Source: an optimization exercise on an open RTL-to-GDS flow (aim: small area, a short achievable clock period and few clock cycles). Production flows keep margins and buffers that such runs may drop.
Function was checked by simulation only, so behaviour that the tests miss may differ from the original.
Power is estimated from default activity; no workload was simulated.

==> design/flow/config.mk <==
export PLATFORM = sky130hd
export DESIGN_NAME = deparser_top
export DESIGN_NICKNAME = deparser_top
export VERILOG_FILES = /design/flow/design.v
export SDC_FILE = /design/flow/constraint.sdc
export NUM_CORES = 8
export LEC_CHECK = 0
export CAP_MARGIN = 40
export CORE_MARGIN = 2
export CORE_UTILIZATION = 40
export SLEW_MARGIN = 40
==> design/flow/constraint.sdc <==
create_clock -name core_clock -period 9.0 [get_ports {clk}]
set_input_delay 1.8000 -clock core_clock [delete_from_list [all_inputs] [get_ports {clk}]]
set_output_delay 1.8000 -clock core_clock [all_outputs]
set_load 0.01 [all_outputs]
==> design/flow/design.v <==
`default_nettype none
package deparser_pkg;
	typedef logic [8*8-1:0] seg_data_t;
	typedef logic [8-1:0] seg_keep_t;
	typedef logic [16*8-1:0] head_data_t;  
	typedef logic [16-1:0] head_keep_t;
	typedef logic [16/8-1:0] head_last_t;
	typedef logic [385-1:0] phv_t;
	typedef logic [12-1:0] vlan_id_t;
	typedef logic [$clog2(32)-1:0] table_addr_t;
	typedef logic [4*16-1:0] act_entry_t;  
	typedef logic [16-1:0] parse_act_t;
	typedef logic [1:0] field_kind_t;  
	typedef logic [47:0] field_val_t;
	typedef logic [6:0] byte_off_t;
	typedef enum logic [3:0] {IDLE, WAIT_RAM, START, PATCH, FLUSH_SEG0, FLUSH_SEG1,
		FLUSH_BODY, DROP_HEAD, DROP_BODY} depar_state_t;
	typedef enum logic [1:0] {WAIT_HDR, WAIT_ADDR, WAIT_DATA, FLUSH_REST} ctrl_state_t;
	typedef enum logic [1:0] {SEL_SEG0, SEL_SEG1, SEL_BODY} out_sel_t;
endpackage
`default_nettype wire
`timescale 1ns/1ps
`default_nettype none
module act_table_loader
(
	input wire clk,
	input wire aresetn,
	input deparser_pkg::seg_data_t ctrl_data,
	input wire ctrl_valid,
	input wire ctrl_last,
	output logic wr_en,
	output deparser_pkg::table_addr_t wr_addr,
	output deparser_pkg::act_entry_t wr_data
);
	deparser_pkg::ctrl_state_t state;
	deparser_pkg::act_entry_t data_rev;
	always_comb begin
		for (int i = 0; i < 8; i++)
			data_rev[8*i +: 8] = ctrl_data[8*(8-1-i) +: 8];
	end
	always_ff @(posedge clk) begin
		if (!aresetn) begin
			state <= deparser_pkg::WAIT_HDR;
			wr_en <= 1'b0;
		end else begin
			wr_en <= 1'b0;
			if (ctrl_valid) begin
				case (state)
					deparser_pkg::WAIT_HDR: if (!ctrl_last) state <= deparser_pkg::WAIT_ADDR;
					deparser_pkg::WAIT_ADDR: begin
						if (ctrl_data[2:0] == 3'b101 && !ctrl_last)
							state <= deparser_pkg::WAIT_DATA;
						else
							state <= ctrl_last ? deparser_pkg::WAIT_HDR : deparser_pkg::FLUSH_REST;  
					end
					deparser_pkg::WAIT_DATA: begin
						wr_en <= 1'b1;
						state <= ctrl_last ? deparser_pkg::WAIT_HDR : deparser_pkg::FLUSH_REST;
					end
					deparser_pkg::FLUSH_REST: if (ctrl_last) state <= deparser_pkg::WAIT_HDR;
				endcase
			end
		end
	end
	always_ff @(posedge clk) begin
		if (ctrl_valid && state == deparser_pkg::WAIT_ADDR)
			wr_addr <= ctrl_data[8 +: $clog2(32)];
		if (ctrl_valid && state == deparser_pkg::WAIT_DATA)
			wr_data <= data_rev;
	end
endmodule
`default_nettype wire
`timescale 1ns/1ps
`default_nettype none
module act_table_ram
(
	input wire clk,
	input wire wr_en,
	input deparser_pkg::table_addr_t wr_addr,
	input deparser_pkg::act_entry_t wr_data,
	input deparser_pkg::table_addr_t rd_addr,
	output deparser_pkg::act_entry_t rd_data
);
	deparser_pkg::act_entry_t mem [32];
	always_ff @(posedge clk) begin
		if (wr_en)
			mem[wr_addr] <= wr_data;
		rd_data <= mem[rd_addr];
	end
endmodule
`default_nettype wire
`timescale 1ns/1ps
`default_nettype none
module field_extract
(
	input wire clk,
	input wire aresetn,
	input wire extract_en,
	input deparser_pkg::phv_t phv,
	input deparser_pkg::parse_act_t act,
	output deparser_pkg::field_val_t val,
	output deparser_pkg::field_kind_t kind,
	output deparser_pkg::byte_off_t offset
);
	localparam int BASE_4B = 4 * 16;
	localparam int BASE_6B = BASE_4B + 4 * 32;
	logic [1:0] idx;
	deparser_pkg::field_val_t left, ordered;
	assign idx = act[4:3];
	always_comb begin
		left = '0;
		case (act[2:1])
			2'b01: left[47:32] = phv[16*idx +: 16];
			2'b10: left[47:16] = phv[BASE_4B + 32*idx +: 32];
			2'b11: left = phv[BASE_6B + 48*idx +: 48];
			default: left = '0;
		endcase
		for (int j = 0; j < 6; j++)
			ordered[8*j +: 8] = left[8*(5-j) +: 8];
	end
	always_ff @(posedge clk) begin
		if (!aresetn)
			kind <= 2'b00;
		else if (extract_en)
			kind <= act[0] ? act[2:1] : 2'b00;  
	end
	always_ff @(posedge clk) begin
		if (extract_en) begin
			val <= ordered;
			offset <= act[12:6];
		end
	end
endmodule
`default_nettype wire
`timescale 1ns/1ps
`default_nettype none
module head_buffer
(
	input wire clk,
	input wire aresetn,
	input wire head_load,
	input deparser_pkg::head_data_t head_data,
	input deparser_pkg::head_keep_t head_keep,
	input deparser_pkg::head_last_t head_last,
	input wire patch_en,
	input deparser_pkg::field_val_t [4-1:0] val,
	input deparser_pkg::field_kind_t [4-1:0] kind,
	input deparser_pkg::byte_off_t [4-1:0] offset,
	input wire out_load,
	input deparser_pkg::out_sel_t out_sel,
	input deparser_pkg::seg_data_t body_data,
	input deparser_pkg::seg_keep_t body_keep,
	input wire body_last,
	output deparser_pkg::head_last_t stored_last,
	output deparser_pkg::seg_data_t out_data,
	output deparser_pkg::seg_keep_t out_keep,
	output logic out_last
);
	deparser_pkg::head_data_t data_q, patched;
	deparser_pkg::head_keep_t keep_q;
	always_comb begin
		patched = data_q;
		for (int a = 0; a < 4; a++)
			for (int j = 0; j < 6; j++)
				if (j < 2*kind[a] && offset[a] + j < 16)
					patched[8*(offset[a]+j) +: 8] = val[a][8*j +: 8];
	end
	always_ff @(posedge clk) begin
		if (head_load) begin
			data_q <= head_data;
			keep_q <= head_keep;
		end else if (patch_en) begin
			data_q <= patched;
		end
	end
	always_ff @(posedge clk) begin
		if (!aresetn)
			stored_last <= '0;
		else if (head_load)
			stored_last <= head_last;
	end
	always_ff @(posedge clk) begin
		if (out_load) begin
			case (out_sel)
				deparser_pkg::SEL_SEG0: begin
					out_data <= data_q[0 +: 8*8];
					out_keep <= keep_q[0 +: 8];
					out_last <= stored_last[0];
				end
				deparser_pkg::SEL_SEG1: begin
					out_data <= data_q[8*8 +: 8*8];
					out_keep <= keep_q[8 +: 8];
					out_last <= stored_last[1];
				end
				default: begin
					out_data <= body_data;
					out_keep <= body_keep;
					out_last <= body_last;
				end
			endcase
		end
	end
endmodule
`default_nettype wire
`timescale 1ns/1ps
`default_nettype none
module deparse_fsm
(
	input wire clk,
	input wire aresetn,
	input wire phv_empty,
	input wire discard,
	input wire vlan_empty,
	input wire head_empty,
	input deparser_pkg::head_last_t head_last,
	input deparser_pkg::head_last_t stored_last,
	input wire body_empty,
	input wire body_last,
	input wire out_ready,
	output logic phv_rd_en,
	output logic vlan_rd_en,
	output logic head_rd_en,
	output logic body_rd_en,
	output logic extract_en,
	output logic head_load,
	output logic patch_en,
	output logic out_load,
	output deparser_pkg::out_sel_t out_sel,
	output logic out_valid
);
	deparser_pkg::depar_state_t state, state_next;
	always_comb begin
		state_next = state;
		phv_rd_en = 1'b0;
		vlan_rd_en = 1'b0;
		head_rd_en = 1'b0;
		body_rd_en = 1'b0;
		extract_en = 1'b0;
		head_load = 1'b0;
		patch_en = 1'b0;
		out_load = 1'b0;
		out_sel = deparser_pkg::SEL_SEG0;
		case (state)
			deparser_pkg::IDLE: if (!vlan_empty) state_next = deparser_pkg::WAIT_RAM;
			deparser_pkg::WAIT_RAM: state_next = deparser_pkg::START;  
			deparser_pkg::START: begin
				if (!head_empty && !phv_empty) begin
					if (discard) begin
						phv_rd_en = 1'b1;
						state_next = deparser_pkg::DROP_HEAD;
					end else begin
						extract_en = 1'b1;
						head_load = 1'b1;
						state_next = deparser_pkg::PATCH;
					end
				end
			end
			deparser_pkg::PATCH: begin
				patch_en = 1'b1;
				state_next = deparser_pkg::FLUSH_SEG0;
			end
			deparser_pkg::FLUSH_SEG0: begin
				if (out_ready) begin
					out_load = 1'b1;
					phv_rd_en = 1'b1;  
					vlan_rd_en = 1'b1;
					head_rd_en = 1'b1;
					state_next = stored_last[0] ? deparser_pkg::IDLE : deparser_pkg::FLUSH_SEG1;
				end
			end
			deparser_pkg::FLUSH_SEG1: begin
				out_sel = deparser_pkg::SEL_SEG1;
				if (out_ready) begin
					out_load = 1'b1;
					state_next = stored_last[1] ? deparser_pkg::IDLE : deparser_pkg::FLUSH_BODY;
				end
			end
			deparser_pkg::FLUSH_BODY: begin
				out_sel = deparser_pkg::SEL_BODY;
				if (out_ready && !body_empty) begin
					out_load = 1'b1;
					body_rd_en = 1'b1;
					if (body_last) state_next = deparser_pkg::IDLE;
				end
			end
			deparser_pkg::DROP_HEAD: begin
				head_rd_en = 1'b1;
				vlan_rd_en = 1'b1;
				state_next = |head_last ? deparser_pkg::IDLE : deparser_pkg::DROP_BODY;
			end
			deparser_pkg::DROP_BODY: begin
				if (!body_empty) begin
					body_rd_en = 1'b1;
					if (body_last) state_next = deparser_pkg::IDLE;
				end
			end
			default: state_next = deparser_pkg::IDLE;
		endcase
	end
	always_ff @(posedge clk) begin
		if (!aresetn) begin
			state <= deparser_pkg::IDLE;
			out_valid <= 1'b0;
		end else begin
			state <= state_next;
			out_valid <= out_load;  
		end
	end
endmodule
`default_nettype wire
`timescale 1ns/1ps
`default_nettype none
module deparser_top
(
	input wire clk,
	input wire aresetn,
	input deparser_pkg::phv_t phv,
	input wire phv_empty,
	output logic phv_rd_en,
	input deparser_pkg::vlan_id_t vlan_id,
	input wire vlan_empty,
	output logic vlan_rd_en,
	input deparser_pkg::head_data_t head_data,
	input deparser_pkg::head_keep_t head_keep,
	input deparser_pkg::head_last_t head_last,
	input wire head_empty,
	output logic head_rd_en,
	input deparser_pkg::seg_data_t body_data,
	input deparser_pkg::seg_keep_t body_keep,
	input wire body_last,
	input wire body_empty,
	output logic body_rd_en,
	output deparser_pkg::seg_data_t out_data,
	output deparser_pkg::seg_keep_t out_keep,
	output logic out_last,
	output logic out_valid,
	input wire out_ready,
	input deparser_pkg::seg_data_t ctrl_data,
	input wire ctrl_valid,
	input wire ctrl_last
);
	logic wr_en;
	deparser_pkg::table_addr_t wr_addr;
	deparser_pkg::act_entry_t wr_data;
	deparser_pkg::act_entry_t act_entry;
	logic extract_en, head_load, patch_en, out_load;
	deparser_pkg::out_sel_t out_sel;
	deparser_pkg::head_last_t stored_last;
	deparser_pkg::field_val_t [4-1:0] val;
	deparser_pkg::field_kind_t [4-1:0] kind;
	deparser_pkg::byte_off_t [4-1:0] offset;
	act_table_loader u_loader (.clk(clk), .aresetn(aresetn), .ctrl_data(ctrl_data),
		.ctrl_valid(ctrl_valid), .ctrl_last(ctrl_last), .wr_en(wr_en), .wr_addr(wr_addr),
		.wr_data(wr_data));
	act_table_ram u_ram (.clk(clk), .wr_en(wr_en), .wr_addr(wr_addr), .wr_data(wr_data),
		.rd_addr(vlan_id[8:4]), .rd_data(act_entry));
	for (genvar a = 0; a < 4; a++) begin : g_fx
		field_extract u_fx (.clk(clk), .aresetn(aresetn), .extract_en(extract_en), .phv(phv),
			.act(act_entry[16*(4-1-a) +: 16]),
			.val(val[a]), .kind(kind[a]), .offset(offset[a]));
	end
	head_buffer u_head (.clk(clk), .aresetn(aresetn), .head_load(head_load),
		.head_data(head_data), .head_keep(head_keep), .head_last(head_last),
		.patch_en(patch_en), .val(val), .kind(kind), .offset(offset), .out_load(out_load),
		.out_sel(out_sel), .body_data(body_data), .body_keep(body_keep), .body_last(body_last),
		.stored_last(stored_last), .out_data(out_data), .out_keep(out_keep),
		.out_last(out_last));
	deparse_fsm u_fsm (.clk(clk), .aresetn(aresetn), .phv_empty(phv_empty),
		.discard(phv[384]), .vlan_empty(vlan_empty), .head_empty(head_empty),
		.head_last(head_last), .stored_last(stored_last), .body_empty(body_empty),
		.body_last(body_last), .out_ready(out_ready), .phv_rd_en(phv_rd_en),
		.vlan_rd_en(vlan_rd_en), .head_rd_en(head_rd_en), .body_rd_en(body_rd_en),
		.extract_en(extract_en), .head_load(head_load), .patch_en(patch_en),
		.out_load(out_load), .out_sel(out_sel), .out_valid(out_valid));
endmodule
`default_nettype wire
==> design/flow/run.sh <==
#!/bin/bash
# synth_recipe.tcl (not shown) runs the flow's synth.tcl, then flattens the netlist and writes it again
# the make line also repeats each setting of config.mk as NAME=value (left out here)
make -C /OpenROAD-flow-scripts/flow DESIGN_CONFIG=/design/flow/config.mk WORK_HOME=/design/flow/orfs CLKGATE_MAP_FILE= SYNTH_SCRIPT=/design/flow/synth_recipe.tcl finish
==> summary.txt <==
Tot GR Track Use: 56.83%
antenna viol nets, final: 0
hold endpoint: g_fx[1].u_fx.offset[6]
fin area: 0.1791 mm²
via count: 154,500
vias in the first global route: 135,500
CP Max Fanout: 15
Logic pwr share: 29.2%
H-tree depth: 4
Placer Congestion: 1.201
R2R setup slack: 1.11 ns
largest net degree at the start of global routing: 130
mean post-synth cell area: 11.55 µm²
hpwl dp: 812.4 mm
switching share of power: 33.80%
FP Rows: 225
critical path, cell by cell: inv_1 -> ha_1 -> and2_1 -> nand2_1 -> nor4_1 -> ha_1 -> nor2b_1 -> a21boi_1 -> o21a_1 -> nand3_1 -> nand3_1 -> a211oi_2 -> nand4_1 -> nand2_1 -> a21oi_1
fin crit share: 87.69%
Buffers & Inverters on Critical Path: 1
hold path depth: 0
Final nets: 14,480
share of cells above drive strength 1: 25.77%
DRC errors left: 0
Synth Flop Type: edfxtp_1
static leakage: 58.13 nW
CP startpoint kind: register
Arrival @ worst endpoint: 8.56 ns
setup TNS: 0 ns
Yosys reg bits: 2,092
tightest hold margin: 0.4020 ns
post-synth top area cell: edfxtp_1
CP peak stage delay: 0.95 ns
RR Endpoint: u_head.data_q[83]
CTS Root Cell: clkbuf_16
slew margin rel.: 15.28%
Worst R2R Path Depth: 15
Reg-to-Reg Start: g_fx[3].u_fx.offset[1]
First DRT Iteration DRCs: 30,600
Final Slew Violations: 0
Setup crit end kind: register
Flop pwr share: 38.8%
Worst path slowest cell: a211oi_2
Core ar.: 0.3755 mm²
clock tree buffer depth: 4
cts repair resizes: 0
WL per Instance: 57.55 µm
Fmax: 126.7 MHz
Hold/Removal Path Class: reg -> reg
First-pass DRT Iterations: 12
area delta synth->final: 18.65%
outcome: complete, no violations
Setup Skew: 0.1523 ns
Detailed Route WL: 1114 mm
Clock Power Share: 32.0%
initial antenna violation count: 333
RSZ-0062 raised after global routing: false
Yosys cell types: 116
FFs w/ async S/R, synth: 0%
minimum clock period: 7.892 ns
Gate Count Post-Synth: 13,070
Cell Int Power: 19.16 mW
Hold Buf Count CTS: 0
Die Width: 618.2 µm
Clock Sinks: 2,092
Seq/Total Area, Yosys: 41.19%
min-delay src: u_ram.rd_data[44]
Inserted Clock Buffers: 223
Ys Warns: 5
via/cell ratio: 7.984
total global routing overflow: 0
pwr dens: 161.6 mW/mm²
most common cell in the netlist: edfxtp_1
Post-Syn Area: 0.1509 mm²
final setup violating endpoints: 0
peak supply drop: 0.0004522 V
synth top area cells: edfxtp_1 40%, mux4_2 20%, nand2_1 2.8%
cell area after placement: 0.1696 mm²
CTS tree: done
post-synth top area share: 40.31%
Die H: 618.2 µm
setup bufs post-CTS: 0
Buffers on Ports: 743
Hold Vio Cnt, Final: 0
Worst-Skew Late Latency: 1.06 ns
top cells by count, synth: 2,026 x edfxtp_1, 1,369 x mux4_2, 1,114 x nand2_1
Top Family by Delay on Critical Path: simple AND/OR/NAND/NOR gates
die area: 0.3822 mm²
Post-synth EDFFs: 2,026
Max-Cap Viols: 0
Boundary Pins: 767
Worst Path Required: 9.67 ns
clock slew at reported path FFs: 0.07 ns
initial core utilization: 40.19%
Tightest Pin Transition: 1.271 ns
first-pass GRT wire length: 1421 mm
Setup CP Type: reg -> reg
P_sw: 9.784 mW
Post-Syn Nets: 13,840
-- how the worst max path moves through the flow --
stage                                start                 end  cells after the start
finish              g_fx[3].u_fx.offset[1]   u_head.data_q[83]                     15
global route        g_fx[3].u_fx.offset[1]   u_head.data_q[19]                     14
CTS                 g_fx[3].u_fx.offset[1]   u_head.data_q[83]                     15
detailed placement  g_fx[3].u_fx.offset[1]   u_head.data_q[83]                     15
global placement    g_fx[0].u_fx.offset[0]  u_head.data_q[125]                     18
floorplan                        phv_empty   u_head.data_q[34]                     10
-- per-stage QoR --
step | total power [mW] | worst slack, ns | cells | utilization [%]
3_3_place_gp | 19.00 | 1.088 | 18340 | 44.59
6_report | 28.94 | 1.108 | 19350 | 47.68
5_1_grt | 29.22 | 1.388 | 19100 | 47.51
2_1_floorplan | 15.63 | 1.678 | 13070 | -
4_1_cts | 28.21 | 1.711 | 18840 | 47.06
3_5_place_dp | 19.13 | 1.789 | 18430 | 45.17
-- worst register-to-register path: cells and delay by family, from the launching register on --
kind                     cells  cell delay (ns)
flip-flops                   1             0.61
AND/OR/NAND/NOR              8             4.19
buffers and inverters        1             0.19
adder cells (fa/ha/maj)      2             0.89
AO/OA/AOI/OAI                4             1.72
-- flip-flops by register name, summed over array words and instances, names as in the netlist, 16 cells and up --
name,flops
u_head.keep_q,16
u_head.out_data,64
g_fx.u_fx.offset,28
u_loader.wr_data,48
g_fx.u_fx.val,192
u_head.data_q,128
u_ram.mem,1536
u_ram.rd_data,48
-- cell type report --
class | instances | area [µm²]
antenna | 468 | 1171
clock buffer | 284 | 5911
clock inverter | 128 | 1157
fill | 33970 | 196500
inverter | 126 | 480.5
multi-input combinational | 9464 | 85440
sequential | 2092 | 62200
tap | 4994 | 6248
timing repair buffer | 1798 | 16450
-- power groups by stage --
stage / clock network, mW / logic (mW) / registers (mW)
after floorplan: 0 / 4.47 / 11.2
after global placement: 0 / 7.58 / 11.4
after detailed placement: 0 / 7.72 / 11.4
after CTS: 9.26 / 7.75 / 11.2
after global routing: 9.63 / 8.37 / 11.2
final: 9.25 / 8.45 / 11.2
-- metal layers --
layer	routed length (µm)	vias to the layer above	GRT usage, %
li1	-	55170	-
met5	2740	-	8.548
met2	427500	16530	73.36
met4	129000	160	52.68
met1	376500	77600	64.11
met3	178000	5066	33.06
-- layout by cell type (no fill, tap or decap), types with 89 or more instances in the layout --
cell                n
mux2i_1           393
nand4_1           140
a21oi_1           498
a221o_1            94
o22ai_1           174
clkbuf_16         225
a22oi_1           125
nor4_1             90
a211oi_1          211
inv_1             113
nor3_1            274
diode_2           468
o21ai_0           614
buf_4             895
o211ai_1          161
a22o_1             89
a221oi_1          246
mux2_2            263
nor2_1            828
nor2b_1           227
nand2_1          1108
nand3_1           349
clkdlybuf4s50_1   737
o221ai_1          212
mux4_2           1369
a31oi_1           106
edfxtp_1         2026
-- cells by family (layout without fill, tap and decap cells) --
logic type      count (synthesis)  in the layout  share of synthesized area [%]
flops                        2092           2092                          41.19
simple gates                 3817           3817                          12.28
xor+xnor                      130            130                         0.8291
fa+ha+maj                      89             89                         0.7379
compound gates               3391           3391                          16.00
buf+inv                      1509           2336                          3.891
other cells                     0            468                              0
mux                          2037           2037                          25.08
Testbench counts, summed over its fixed seeds: cycles 14,270.

static timing again, ports no longer ideal:
No port has a modelled driver above. Below, the same layout with a new extraction and two added sets of constraints. Step 1 assumes that a clkbuf_16 drives the clock port and a buf_2 every other input. Step 2 adds t to the input delays and takes it off the output delays; t is the mean of the earliest and latest rising clock arrival at the registers after step 1. Input paths then give back, and output paths get back, about the clock's delay inside the block. Slacks: ideal ports / drivers / drivers and shift; pairs: ideal ports / drivers.
shift t [ns]: 1.091
slack for setup (ns): 1.108 / 1.108 / 1.108
worst hold slack (ns): 0.402 / 0.402 / 0.402
After both steps this run still meets setup and hold. The setup slack of this run moves by 0.000 ns with the drivers and by 0.000 ns with both steps.
